Source: an optimization exercise on an open RTL-to-GDS flow (aim: small area, a short achievable clock period and few clock cycles per item). Production flows keep margins and buffers that such runs may drop. Function was checked by simulation only, so behaviour that the tests miss may differ from the original. Power and IR drop assume default switching activity.

==> flow/design.v (excerpt) <==
module pattern_date_time_parser_top (
    input  logic                i_clk,
    input  logic                i_rst_n,
    input  logic                i_in_valid,
    output logic                o_in_stall,
    input  logic [8:0]          i_in_data,
    output logic                o_out_valid,
    input  logic                i_out_stall,
    output logic [50:0]         o_out_data,
    input  logic                i_cfg_wr_en,
    input  logic [0:0]          i_cfg_index,
    input  logic [63:0]         i_cfg_wdata
);
    logic [63:0] r_codes;
    logic [4:0]  r_len;          
    logic        r_cz;           
    logic [4:0]  len;            
    logic        r_hv;           
    logic [5:0]  r_head;
    logic        r_stall;
    logic        hv_n, last_n, first_n, ov_n, first, ov;
    logic [5:0]  in_item;
    logic        in_dig;
    logic        step;
    logic        head_load;
    always_ff @(posedge i_clk) begin
        if (!i_rst_n) begin
            r_len <= '0;
            r_cz  <= 1'b1;
        end else if (i_cfg_wr_en) begin
            if (i_cfg_index == pdtp_pkg::C_REG_PATTERN_CODES)
                r_cz <= 1'b0;
            else
  ...
For scale: about 130 I/O pins, ~9100 µm² of cells after synthesis.
Settings: LEC_CHECK=0, ABC_AREA=1, CAP_MARGIN=20, CORE_MARGIN=2, CORE_UTILIZATION=40, CTS_BUF_LIST=sky130_fd_sc_hd__clkbuf_8, CTS_CLUSTER_SIZE=30, PLACE_DENSITY=0.75, SLEW_MARGIN=20; clock period 10.5 ns.
standard.sh (not shown) runs the stock make flow with config.mk's settings and CLKGATE_MAP_FILE= SYNTH_SCRIPT=/design/flow/synth_recipe.tcl, a recipe that flattens the netlist after the stock synthesis.
==> flow/flow/run.sh <==
#!/bin/bash
# Own layout flow: the standard ORFS flow (standard.sh), unchanged except
#  - port buffers use a small fast buffer cell (every port still gets one);
set -euo pipefail
export BUFFER_PORTS_ARGS="-buffer_cell sky130_fd_sc_hd__buf_1"
export SETUP_SLACK_MARGIN=7.3
bash standard.sh > standard.log 2>&1
The baseline passed the timing, DRC and antenna checks.
Testbench counts at the start, summed over its fixed seeds: cycles 233,181, chars 233,009.
Then changed:
--- a/flow/flow/run.sh
+++ b/flow/flow/run.sh
@@ -4,4 +4,4 @@
 set -euo pipefail
-export BUFFER_PORTS_ARGS="-buffer_cell sky130_fd_sc_hd__buf_1"
-export SETUP_SLACK_MARGIN=7.3
+export BUFFER_PORTS_ARGS="-buffer_cell sky130_fd_sc_hd__buf_2"
+export SETUP_SLACK_MARGIN=7.2
 bash standard.sh > standard.log 2>&1
Settings changed: ABC_AREA 1 to default, PLACE_DENSITY 0.75 to default.
Result:
- via count fell by about 5.4%
- routed wire length increases by about 8%
- maximum frequency falls by 1.6%
- clock power drops by about 2%
- clock-buffer cell count stays the same
- non-clock buffer count goes up by 10
- core utilization climbs by 0.95 points
Then changed:
--- a/flow/flow/run.sh
+++ b/flow/flow/run.sh
@@ -4,4 +4,4 @@
 set -euo pipefail
-export BUFFER_PORTS_ARGS="-buffer_cell sky130_fd_sc_hd__buf_2"
-export SETUP_SLACK_MARGIN=7.2
+export BUFFER_PORTS_ARGS="-buffer_cell sky130_fd_sc_hd__buf_1"
+export SETUP_SLACK_MARGIN=7.3
 bash standard.sh > standard.log 2>&1
Settings changed: ABC_AREA from default to 1, CAP_MARGIN 20 to 5, SLEW_MARGIN 20 to 5.
Result:
- design area decreases by 3.0%
- clock-buffer cell count rises by 1
- area after synthesis went down by 2.4%
- die area went down by 2.3%
Then changed:
Settings changed: CAP_MARGIN 5 to 20, CTS_BUF_LIST sky130_fd_sc_hd__clkbuf_8 to default, CTS_CLUSTER_SIZE 30 to default, SLEW_MARGIN 5 to 20.
The changed run finished with timing, DRC and antenna clean.
Clock skew stays flat.
Cell area goes up by 1.8%.
First-iteration DRC count goes up by 6.5%.

========
v6:
Starting RTL as in the previous note.
clock: 10.5 ns
lec_check: 0
abc_area: 1
cap_margin: 20
core_margin: 2
core_utilization: 40
cts_buf_list: sky130_fd_sc_hd__clkbuf_8
cts_cluster_size: 30
slew_margin: 20
==> flow/flow/run.sh <==
#!/bin/bash
# Own layout flow: the standard ORFS flow (standard.sh), unchanged except
#  - port buffers use a small fast buffer cell (every port still gets one);
set -euo pipefail
export BUFFER_PORTS_ARGS="-buffer_cell sky130_fd_sc_hd__buf_2"
export SETUP_SLACK_MARGIN=7.3
bash standard.sh > standard.log 2>&1
Testbench counts of v6, summed over its fixed seeds: cycles 233,181, chars 233,009.
The following lists how v7 was set up differently from v6:
- removing ABC_AREA (formerly 1)
Findings:
Simple-gate portion of the synthesized area delta for v7 relative to v6: 6.7 points lower
Highest ir drop seen on vdd, v6 and v7, lower one = v6.
The higher leakage power of the design of v6 and v7 is in v6.
Between v6 and v7, the difference in maximum clock insertion buffer count is negligible.
[compare] base=v6 new=v7: relative contribution of combinational cells to total power decreased by 1.2 points relative to the old numbers; count of plain and timing-repair buffers has increased.
Diff v6 -> v7 | routed wire length | up by a few percent
Comparing v6 and v7, area of the die is lower on v6.
Number of ordinary inverters in the final layout down 129 in v7 wrt v6
## Diff of input files: v41 against v7
- setting ABC_AREA to 1 for the first time
==> flow/flow/run.sh <==
#!/bin/bash
# Own layout flow: the standard ORFS flow (standard.sh), unchanged except
#  - port buffers use a small fast buffer cell (every port still gets one);
set -euo pipefail
export BUFFER_PORTS_ARGS="-buffer_cell sky130_fd_sc_hd__buf_1"
export SETUP_SLACK_MARGIN=7.1
bash standard.sh > standard.log 2>&1
--- outcome ---
Summary of v41 over v7: register area dropped about 0.45%, number of non-filler instances in the completed layout climbed 190, wire length dropped 1400 µm, compound-gate portion of the synthesized area dropped 4.7 points, non-clock inverter total of the final layout climbed 129. Utilization in v41 vs v7: down 1.5 points. On v41: detailed-routed wire length on met2 is 3.5% lower than what v7 gave. Going from v7 to v41, global-route track usage on met1 went down 1.5 points; power held.
Relative to v41, the following input files were edited for v16:
- ABC_AREA no longer set, was 1
==> flow/flow/run.sh <==
#!/bin/bash
# Own layout flow: the standard ORFS flow (standard.sh), unchanged except
#  - port buffers use a small fast buffer cell (every port still gets one);
set -euo pipefail
export BUFFER_PORTS_ARGS="-buffer_cell sky130_fd_sc_hd__buf_2"
export SETUP_SLACK_MARGIN=7.6
bash standard.sh > standard.log 2>&1
Findings:
On v16: power after layout is 0.012 mW higher than what v41 gave.
In summary, v16 completed successfully, with a layout that passed the timing, DRC and antenna checks.
Of v41 and v16, the run reporting the higher placed instance area was v16.
v16 vs. v41: layout cell share with drive strength beyond 1 went up by 29 points.
Setup slack is lower on v41
Met2 layer usage reported by global route: v41 and v16 compared, higher one is v16
From v41 to v16, count of clock-net buffers in the final layout did not move at all.
First-pass GRT wire length in v16 is 9.7% higher than in v41
Combinational family with the most area after synthesis = compound AO/OA/AOI/OAI gates: v16; combinational family with the most area after synthesis = simple AND/OR/NAND/NOR gates: v41
Setup changes, v16 to v11
- setting ABC_AREA to 1 for the first time
- removing CTS_CLUSTER_SIZE (formerly 30)
- removing CTS_BUF_LIST (formerly sky130_fd_sc_hd__clkbuf_8)
==> flow/flow/run.sh <==
#!/bin/bash
# Own layout flow: the standard ORFS flow (standard.sh), unchanged except
#  - port buffers use a small buffer cell (every port still gets one);
#  - the clock tree uses a clkbuf_16 root buffer and clkbuf_8 buffers below.
# The design, constraints, clock period, synthesis, floorplan, power grid,
# tap cells, placement and routing are the standard flow's.
set -euo pipefail
export BUFFER_PORTS_ARGS="-buffer_cell sky130_fd_sc_hd__buf_1"
export SETUP_SLACK_MARGIN=7.5
export CTS_ARGS="-sink_clustering_enable -repair_clock_nets -buf_list sky130_fd_sc_hd__clkbuf_8 -root_buf sky130_fd_sc_hd__clkbuf_16 -sink_clustering_size 30"
bash standard.sh > standard.log 2>&1
[summary]
Adder and majority cell fraction of the synthesized area essentially unchanged between v11 and v16.
v16 → v11: fmax saw an increase; wire length of the first global-routing pass saw a decrease; wire length on met1 saw a decrease.
Setup changes, v11 to v27
- ABC_AREA no longer set, was 1
- CTS_CLUSTER_SIZE now 30, previously not set
- CTS_BUF_LIST now sky130_fd_sc_hd__clkbuf_8, previously not set
==> flow/flow/run.sh <==
#!/bin/bash
# Own layout flow: the standard ORFS flow (standard.sh), unchanged except
#  - port buffers use a small fast buffer cell (every port still gets one);
set -euo pipefail
export BUFFER_PORTS_ARGS="-buffer_cell sky130_fd_sc_hd__buf_1"
export SETUP_SLACK_MARGIN=7.3
bash standard.sh > standard.log 2>&1
## What came out
Fraction of the core area covered by cells at the end of the flow was lower in the run labelled v27. Comparing v11 and v27, the lower cell count after placement was measured on v27. Compared with v11, in v27 number of flip-flops and latches flat; total power flat; transition at the pin with the smallest max-transition slack up 0.17 ns. Between v11 and v27, the pin count of the biggest net entering global routing does not differ in any meaningful way. Status: adder and majority gate portion of the synthesized area parity (v27, v11). v27 vs. v11: pre-CTS setup slack went up by 0.015 ns. v27 reports its dominant combinational cell family by area after synthesis as compound AO/OA/AOI/OAI gates while v11 reports simple AND/OR/NAND/NOR gates. Compared with v11, in v27 power density of the placed cells climbed 1.8 nW/µm²; synthesized cell count dropped 211.

========
job 1134:
Starting RTL as in the previous note.
clock: 10.5 ns
lec_check: 0
abc_area: 1
cap_margin: 20
core_margin: 2
core_utilization: 40
slew_margin: 20
==> flow/flow/run.sh <==
#!/bin/bash
# Own layout flow: the standard ORFS flow (standard.sh), unchanged except
#  - port buffers use a small buffer cell (every port still gets one);
#  - the clock tree uses a clkbuf_16 root buffer and clkbuf_8 buffers below.
# The design, constraints, clock period, synthesis, floorplan, power grid,
# tap cells, placement and routing are the standard flow's.
set -euo pipefail
export BUFFER_PORTS_ARGS="-buffer_cell sky130_fd_sc_hd__buf_1"
export SETUP_SLACK_MARGIN=7.3
export CTS_ARGS="-sink_clustering_enable -repair_clock_nets -buf_list sky130_fd_sc_hd__clkbuf_8 -root_buf sky130_fd_sc_hd__clkbuf_16 -sink_clustering_size 30"
bash standard.sh > standard.log 2>&1
Job 1134 finished every step from synthesis to the final layout, and the layout passed the timing, DRC and antenna checks.
Testbench counts of job 1134, summed over its fixed seeds: cycles 233,181, chars 233,009.
Inputs modified between job 1134 and job 1206:
==> flow/flow/run.sh <==
#!/bin/bash
# Own layout flow: the standard ORFS flow (standard.sh), unchanged except
#  - port buffers use a small fast buffer cell (every port still gets one);
set -euo pipefail
export BUFFER_PORTS_ARGS="-buffer_cell sky130_fd_sc_hd__buf_1"
export SETUP_SLACK_MARGIN=7.4
bash standard.sh > standard.log 2>&1
--- a/flow/config.mk
+++ b/flow/config.mk
@@ -11,2 +11,4 @@
 export CORE_UTILIZATION = 40
+export CTS_BUF_LIST = sky130_fd_sc_hd__clkbuf_8
+export CTS_CLUSTER_SIZE = 30
 export SLEW_MARGIN = 20
Findings:
Taking job 1134 as the reference, in job 1206 via count of the routed design increased by 1.4% relative to the old numbers; via-per-instance ratio closely matched the old numbers; cell leakage power increased 0.30 nW. Clock skew delta (job 1206 -> job 1134): insignificant.
Edits applied to the flow inputs when going from job 1206 to job 7178:
--- a/flow/flow/run.sh
+++ b/flow/flow/run.sh
@@ -5,3 +5,3 @@
 export BUFFER_PORTS_ARGS="-buffer_cell sky130_fd_sc_hd__buf_1"
-export SETUP_SLACK_MARGIN=7.4
+export SETUP_SLACK_MARGIN=7.3
 bash standard.sh > standard.log 2>&1
Between job 1206 and job 7178, the met3 wirelength from detailed routing is lower for job 7178. Job 7178 vs. job 1206: clock period minus final worst setup slack increased 42 ps; overall power of the completed layout essentially unchanged; data-path buffer share of cell area in the final layout decreased 2.1 points; via count decreased about 1.5%; sequential portion of the cell area increased 0.71 points. Compare job 1206 and job 7178 | area growth from synthesis to layout higher: job 1206. Job 1206 and job 7178 ended up with roughly the same reported net switching power. Diff job 1206 -> job 7178: power share of the combinational group has decreased, register-to-register slack lost 70 ps, hold slack held steady.
[inputs] job 4531 vs job 7178
--- a/flow/config.mk
+++ b/flow/config.mk
@@ -14 +14,2 @@
 export SLEW_MARGIN = 20
+export TNS_END_PERCENT = 20
Results
- According to the power report, total power for job 4531 is higher than for job 7178.
- Job 4531 — worst setup slack after placement 8.6 ps higher, job 7178 as reference
- Summary of job 4531 over job 7178: post-synthesis to final-layout area growth closely matched the old numbers; share of layout cells above drive strength 1 decreased by 0.63 points relative to the old numbers; final estimated routing congestion in global placement increased by about 0.56% relative to the old numbers; power spent charging and discharging nets decreased by 0.022 mW relative to the old numbers.
- Looking at ratio of final minimum period to clock period, job 4531 sits above job 7178.
- Delta(routed wire length on met3, job 4531 - job 7178) > 0

==> static timing again, ports no longer ideal <==
The results above use ideal ports. As a check the final layouts listed here were re-extracted and re-timed, cells and wires unchanged. Step 1, drivers: a clkbuf_16 drives i_clk and a buf_2 each remaining input, both assumed. Step 2 moves the port delays by t, midway between the first and last clock arrival at a register: inputs arrive t later, outputs are due t later. That takes back most of the time a late clock gives input paths. a / b / c = no drivers / after step 1 / after step 2; a / b = the first two.
run | t, ns | setup WS [ns] | worst register clock-pin slew, ns
the first run of note 1 | 0.514 | 7.344 / 7.308 / 6.979 | 0.10 / 0.10
the second run of note 1 | 0.516 | 7.294 / 7.250 / 7.142 | 0.11 / 0.11
the third run of note 1 | 0.497 | 7.367 / 7.329 / 6.950 | 0.11 / 0.11
the fourth run of note 1 | 0.481 | 7.366 / 7.323 / 7.114 | 0.08 / 0.08
v6 | 0.499 | 7.371 / 7.334 / 7.094 | 0.10 / 0.10
v7 | 0.518 | 7.361 / 7.318 / 7.139 | 0.11 / 0.11
v41 | 0.514 | 7.289 / 7.249 / 6.967 | 0.10 / 0.10
v16 | 0.517 | 7.384 / 7.341 / 7.298 | 0.11 / 0.11
v11 | 0.430 | 7.481 / 7.439 / 7.180 | 0.11 / 0.11
v27 | 0.495 | 7.357 / 7.321 / 7.093 | 0.11 / 0.11
job 1134 | 0.430 | 7.391 / 7.349 / 7.113 | 0.11 / 0.11
job 1206 | 0.502 | 7.404 / 7.367 / 7.110 | 0.11 / 0.11
job 7178 | 0.499 | 7.363 / 7.325 / 6.953 | 0.11 / 0.11
job 4531 | 0.510 | 7.309 / 7.269 / 6.967 | 0.10 / 0.10
After both steps every run listed still meets setup and hold. The setup slack of the third run of note 1, which loses most, moves by -0.038 ns with the drivers and by -0.417 ns with both steps.
